Source: an optimization exercise on an open RTL-to-GDS flow (aim: small area). Production flows keep margins and buffers that such runs may drop.
The RTL was checked by simulation tests, not by an equivalence proof against the original design.
Power and IR drop assume default switching activity.

Design rl_lj_force_accumulator, start of the top module:
module rl_lj_force_accumulator #(
  parameter int DATA_WIDTH              = 32,
  parameter int REF_PARTICLE_NUM        = 100,
  parameter int REF_RAM_ADDR_WIDTH      = 7,
  parameter int NEIGHBOR_PARTICLE_NUM   = 100,
  parameter int NEIGHBOR_RAM_ADDR_WIDTH = 7,
  parameter int ACC_WIDTH               = 48,
  parameter int FRAC_BITS               = 24
) (
  input  logic                          clk,
  input  logic                          rst,
  input  logic                          start,
  input  logic                          force_valid,
  input  logic [DATA_WIDTH-1:0]         force_x,
  input  logic [DATA_WIDTH-1:0]         force_y,
  input  logic [DATA_WIDTH-1:0]         force_z,
  input  logic                          pipeline_done,
  output logic [ACC_WIDTH-1:0]          acc_x,
  output logic [ACC_WIDTH-1:0]          acc_y,
  output logic [ACC_WIDTH-1:0]          acc_z,
  output logic [REF_RAM_ADDR_WIDTH-1:0] acc_addr,
  output logic                          acc_wren,
  output logic                          overflow,
  output logic                          count_error,
  output logic                          done
);
  localparam logic [NEIGHBOR_RAM_ADDR_WIDTH-1:0] NBR_LAST =
  ...
Size in the first run: roughly 2,800 cells after synthesis, about 0.019 mm2 of cells after synthesis.
==> flow/config.mk <==
export PLATFORM = sky130hd
export DESIGN_NAME = rl_lj_force_accumulator
export DESIGN_NICKNAME = rl_lj_force_accumulator
export VERILOG_FILES = /design/flow/design.v
export SDC_FILE = /design/flow/constraint.sdc
export NUM_CORES = 4
export LEC_CHECK = 0
export CAP_MARGIN = 20
export CORE_MARGIN = 2
export CORE_UTILIZATION = 60
export CTS_BUF_LIST = sky130_fd_sc_hd__clkbuf_4
export CTS_CLUSTER_DIAMETER = 50
export CTS_CLUSTER_SIZE = 8
export SLEW_MARGIN = 20
==> flow/constraint.sdc <==
create_clock -name core_clock -period 7.0 [get_ports {clk}]
set_input_delay 1.4000 -clock core_clock [delete_from_list [all_inputs] [get_ports {clk}]]
set_output_delay 1.4000 -clock core_clock [all_outputs]
set_load 0.01 [all_outputs]
standard.sh (not shown) runs the stock make flow with config.mk's settings and CLKGATE_MAP_FILE= SYNTH_SCRIPT=/design/flow/synth_recipe.tcl, a recipe that flattens the netlist after the stock synthesis.
==> flow/flow/run.sh <==
#!/bin/bash
# The standard layout (standard.sh) with these changes:
#  * synthesis maps the logic with an area-oriented ABC script (flow/area.abc)
#    and without ORFS's adder-cell extraction (flow/synth.tcl);
#  * the port buffers use the smallest buffer cell, sky130_fd_sc_hd__buf_1;
#  * clock tree synthesis uses clkbuf_4 with small sink clusters and no dummy loads.
# The make run's full output goes to its own log file in the work folder.
set -euo pipefail
export MY_ABC_SCRIPT="$PWD/flow/area.abc"
bash standard.sh "SYNTH_SCRIPT=$PWD/flow/synth.tcl" \
  "BUFFER_PORTS_ARGS=-buffer_cell sky130_fd_sc_hd__buf_1" \
  "CTS_ARGS=-sink_clustering_enable -repair_clock_nets -sink_clustering_size 8 -sink_clustering_max_diameter 50 -buf_list sky130_fd_sc_hd__clkbuf_4 -dont_use_dummy_load" \
  finish > make_finish.log 2>&1
==> flow/flow/area.abc <==
strash
dch -f
amap
topo
stime -c
buffer -c
upsize -c
dnsize -c
==> flow/flow/synth.tcl <==
# The standard synthesis script (synth_recipe.tcl) with two changes:
#  * Yosys's abc call uses the area-oriented ABC script in MY_ABC_SCRIPT instead of
#    ORFS's speed script;
#  * ORFS's extract_fa step (full/half-adder cell extraction) is skipped, so ABC maps
#    the adder logic together with the rest.
proc synth {args} { yosys synth -nofsm -noshare {*}$args }
proc abc {args} {
  set i [lsearch -exact $args -script]
  if { $i >= 0 } { set args [lreplace $args $i [expr {$i + 1}] -script $::env(MY_ABC_SCRIPT)] }
  yosys abc {*}$args
}
proc extract_fa {args} { puts "extract_fa skipped" }
source $::env(SCRIPTS_DIR)/synth.tcl
# left out here: clear keep_hierarchy, flatten, clean up, hide names made inside functions, write 1_2_yosys.v
The starting point went through all stages and came out clean.
Edit:
==> flow/flow/run.sh (replaced) <==
#!/bin/bash
# The standard layout (standard.sh) with two changes:
#  * synthesis maps the logic with an area-oriented ABC script (flow/area.abc);
#  * the port buffers use the smallest buffer cell, sky130_fd_sc_hd__buf_1.
# Each make run's full output goes to its own log file in the work folder.
set -euo pipefail
export MY_ABC_SCRIPT="$PWD/flow/area.abc"
bash standard.sh "SYNTH_SCRIPT=$PWD/flow/synth.tcl" \
  "BUFFER_PORTS_ARGS=-buffer_cell sky130_fd_sc_hd__buf_1" finish > make_finish.log 2>&1
==> flow/flow/area.abc (replaced) <==
strash
&get -n
&st
&dch -f
&nf -p -a -F 8 -A 8
&put
strash
dch -f
amap -F 4 -A 8 -Q 0.05
topo
stime -c
buffer -c
upsize -c
dnsize -c
==> flow/flow/synth.tcl (replaced) <==
# The standard synthesis script (synth_recipe.tcl), except that Yosys's abc call
# uses the area-oriented ABC script in MY_ABC_SCRIPT instead of ORFS's speed script.
proc synth {args} { yosys synth -nofsm -noshare {*}$args }
proc abc {args} {
  set i [lsearch -exact $args -script]
  if { $i >= 0 } { set args [lreplace $args $i [expr {$i + 1}] -script $::env(MY_ABC_SCRIPT)] }
  yosys abc {*}$args
}
source $::env(SCRIPTS_DIR)/synth.tcl
# left out here: clear keep_hierarchy, flatten, clean up, hide names made inside functions, write 1_2_yosys.v
Result: The new run passed the timing, DRC and antenna checks. Via count drops by about 11%. Clock power climbs by 22%. Wire length drops by 4.7%. Non-clock buffer count climbs by 4. Design area climbs by 6.0%. Hold slack improves by 0.020 ns. Sequential power climbs by about 5%.

run A:
rl_lj_force_accumulator, a different RTL version from the one above (not shown whole).
Size: about 260 flip-flops, about 21000 um2 of cells after synthesis.
clock: 7.0 ns
lec_check: 0
cap_margin: 20
core_margin: 2
core_utilization: 40
slew_margin: 20
==> flow/flow/run.sh <==
#!/bin/bash
set -euo pipefail
bash standard.sh "BUFFER_PORTS_ARGS=-buffer_cell sky130_fd_sc_hd__buf_1" finish > make_finish.log 2>&1
diff inputs: run A => run B
- CORE_UTILIZATION: 40 -> 60
- CTS_BUF_LIST: unset -> sky130_fd_sc_hd__clkbuf_2 sky130_fd_sc_hd__clkbuf_4
- CTS_CLUSTER_SIZE: unset -> 40
==> flow/run.sh (new file) <==
#!/bin/bash
# synth_recipe.tcl (not shown) runs the flow's synth.tcl, then flattens the netlist and writes it again
# the make line also repeats each setting of config.mk as NAME=value (left out here)
make -C /OpenROAD-flow-scripts/flow DESIGN_CONFIG=/design/flow/config.mk WORK_HOME=/design/flow/orfs CLKGATE_MAP_FILE= SYNTH_SCRIPT=/design/flow/synth_recipe.tcl finish
removed: flow/flow/run.sh
removed: flow/standard.sh
Results
Run B ended with less fraction of the cycle the final worst path needs than run A. Total wirelength of the detailed-routed design: run B vs run A down 2.2%. Part of the total power dissipated in combinational logic (lower): run A. When the final numbers for run B and run A were put side by side, the worst setup slack turned out to be smaller in run A. Run B against run A: critical-path maximum fanout higher, post-route cell area higher, global-route usage saw an increase. The lower peak supply drop of run B and run A is in run A. Cmp run B and run A / number of rows in the core area / lower: run B.
--- input diff run B..run C ---
- removing CTS_CLUSTER_SIZE (formerly 40)
- removing CTS_BUF_LIST (formerly sky130_fd_sc_hd__clkbuf_2 sky130_fd_sc_hd__clkbuf_4)
- changing CORE_UTILIZATION from 60 to 40
==> summary.txt <==
Post-placement cell count sits higher in run C than in run B. Relative to run B, the wire length measured on run C has increased by a few percent. Against run B, cell area in run C rose by a few percent. Relative to run B, power per cell area has gone up in run C. Run B → run C: number of tap cells added at floorplan increased 51%; met3 global-route usage decreased 5.6 points. The final reports for run C and run B show wire length on met1 higher in the former.
For run D, these inputs were changed with respect to run C:
- CORE_UTILIZATION now 60, was 40
- CTS_BUF_LIST now sky130_fd_sc_hd__clkbuf_4, previously not set
Findings:
- Run D: PASS, flow complete, no timing, DRC or antenna violations
- On run D: overall power is about 3% lower than what run C gave.
- Looking at floorplan die area, run D sits 33% lower than run C does.
- Comparing fraction of power consumed by combinational cells for run C and run D, the smaller number came from run C.
- When the final numbers for run C and run D were put side by side, the combinational power turned out to be greater in run C.
- Number of buffers added by the clock tree synthesis step grows by more than 100% when moving from run C to run D.
- Of run D and run C, it is run D that has the lower vertical die dimension.
- Sort run C and run D by global-route usage asc -> top: run C
- Compared with run C, placement density in the core of run D is higher.
- Run D improves on run C in worst setup slack after layout.
- Comparing run C and run D, the higher number of H-tree levels was measured on run D.
- Run C was larger in final cell area than run D.
#### Input delta (run E over run D)
==> flow/flow/run.sh (new file) <==
#!/bin/bash
# The standard layout (standard.sh) with two changes:
#  * synthesis maps the logic with an area-oriented ABC script (flow/area.abc);
#  * the port buffers use the smallest buffer cell, sky130_fd_sc_hd__buf_1.
# Each make run's full output goes to its own log file in the work folder.
set -euo pipefail
export MY_ABC_SCRIPT="$PWD/flow/area.abc"
bash standard.sh "SYNTH_SCRIPT=$PWD/flow/synth.tcl" \
  "BUFFER_PORTS_ARGS=-buffer_cell sky130_fd_sc_hd__buf_1" finish > make_finish.log 2>&1
==> flow/flow/area.abc (new file) <==
strash
&get -n
&st
&dch -f
&nf -p -a -F 8 -A 8
&put
strash
dch -f
amap -F 4 -A 8
topo
stime -c
buffer -c
upsize -c
dnsize -c
==> flow/flow/synth.tcl (new file) <==
# The standard synthesis script (synth_recipe.tcl), except that Yosys's abc call
# uses the area-oriented ABC script in MY_ABC_SCRIPT instead of ORFS's speed script.
proc synth {args} { yosys synth -nofsm -noshare {*}$args }
proc abc {args} {
  set i [lsearch -exact $args -script]
  if { $i >= 0 } { set args [lreplace $args $i [expr {$i + 1}] -script $::env(MY_ABC_SCRIPT)] }
  yosys abc {*}$args
}
source $::env(SCRIPTS_DIR)/synth.tcl
# left out here: clear keep_hierarchy, flatten, clean up, hide names made inside functions, write 1_2_yosys.v
==> flow/standard.sh (new file) <==
#!/bin/bash
# synth_recipe.tcl (not shown) runs the flow's synth.tcl, then flattens the netlist and writes it again
# the make line also repeats each setting of config.mk as NAME=value (left out here)
make -C /OpenROAD-flow-scripts/flow DESIGN_CONFIG=/design/flow/config.mk WORK_HOME=/design/flow/orfs CLKGATE_MAP_FILE= SYNTH_SCRIPT=/design/flow/synth_recipe.tcl "${@:-finish}"
removed: flow/run.sh
### Flow results
- The die used by run E is smaller than the one used by run D.
- Run D has a higher area after synthesis than run E.
- First-pass iteration count of the detailed router ends up lower on run D.
- The clock skew in run E sits 0.013 ns above the value recorded for run D.
- Run E against run D: number of non-filler instances in the completed layout picked up an extra about 3.6%, compound-gate portion of the synthesized area went up by 13 points, routed wire length per instance shows a reduction of 1.3 um, total vias in the final route has increased.

## re-timing with driven ports
The flow's constraints put no driver on any port. The routed layouts listed below were extracted and timed again, unchanged, in two steps. Step 1: set_driving_cell puts a clkbuf_16 on clk and a buf_2 on each other input, an assumption about the parent block. Step 2, shift: input delay + t, output delay - t, t = (earliest + latest rising clock arrival at the registers) / 2. This alone moves slack from input paths to output paths. Slacks: ideal ports / drivers / drivers and shift; pairs: ideal ports / drivers.
| run | t (ns) | setup slack, ns | hold WS [ns] | latest minus earliest clock arrival (ns) | worst slew at a driven data input, ns |
|---|---|---|---|---|---|
| the first run of note 1 | 0.750 | 0.832 / 0.832 / 0.832 | 0.462 / 0.462 / 0.462 | 0.093 / 0.093 | 0.09 |
| the second run of note 1 | 0.816 | 0.762 / 0.762 / 0.762 | 0.482 / 0.482 / 0.482 | 0.070 / 0.070 | 0.04 |
| run A | 0.601 | 0.827 / 0.827 / 0.827 | 0.437 / 0.437 / 0.437 | 0.026 / 0.026 | 0.04 |
| run B | 0.829 | 0.940 / 0.940 / 0.940 | 0.445 / 0.445 / 0.445 | 0.061 / 0.061 | 0.05 |
| run C | 0.655 | 0.900 / 0.900 / 0.900 | 0.437 / 0.437 / 0.437 | 0.036 / 0.035 | 0.05 |
| run D | 0.829 | 0.941 / 0.941 / 0.941 | 0.445 / 0.445 / 0.445 | 0.062 / 0.062 | 0.05 |
| run E | 0.824 | 0.721 / 0.721 / 0.721 | 0.446 / 0.446 / 0.446 | 0.070 / 0.070 | 0.04 |
After both steps every run listed still meets setup and hold.
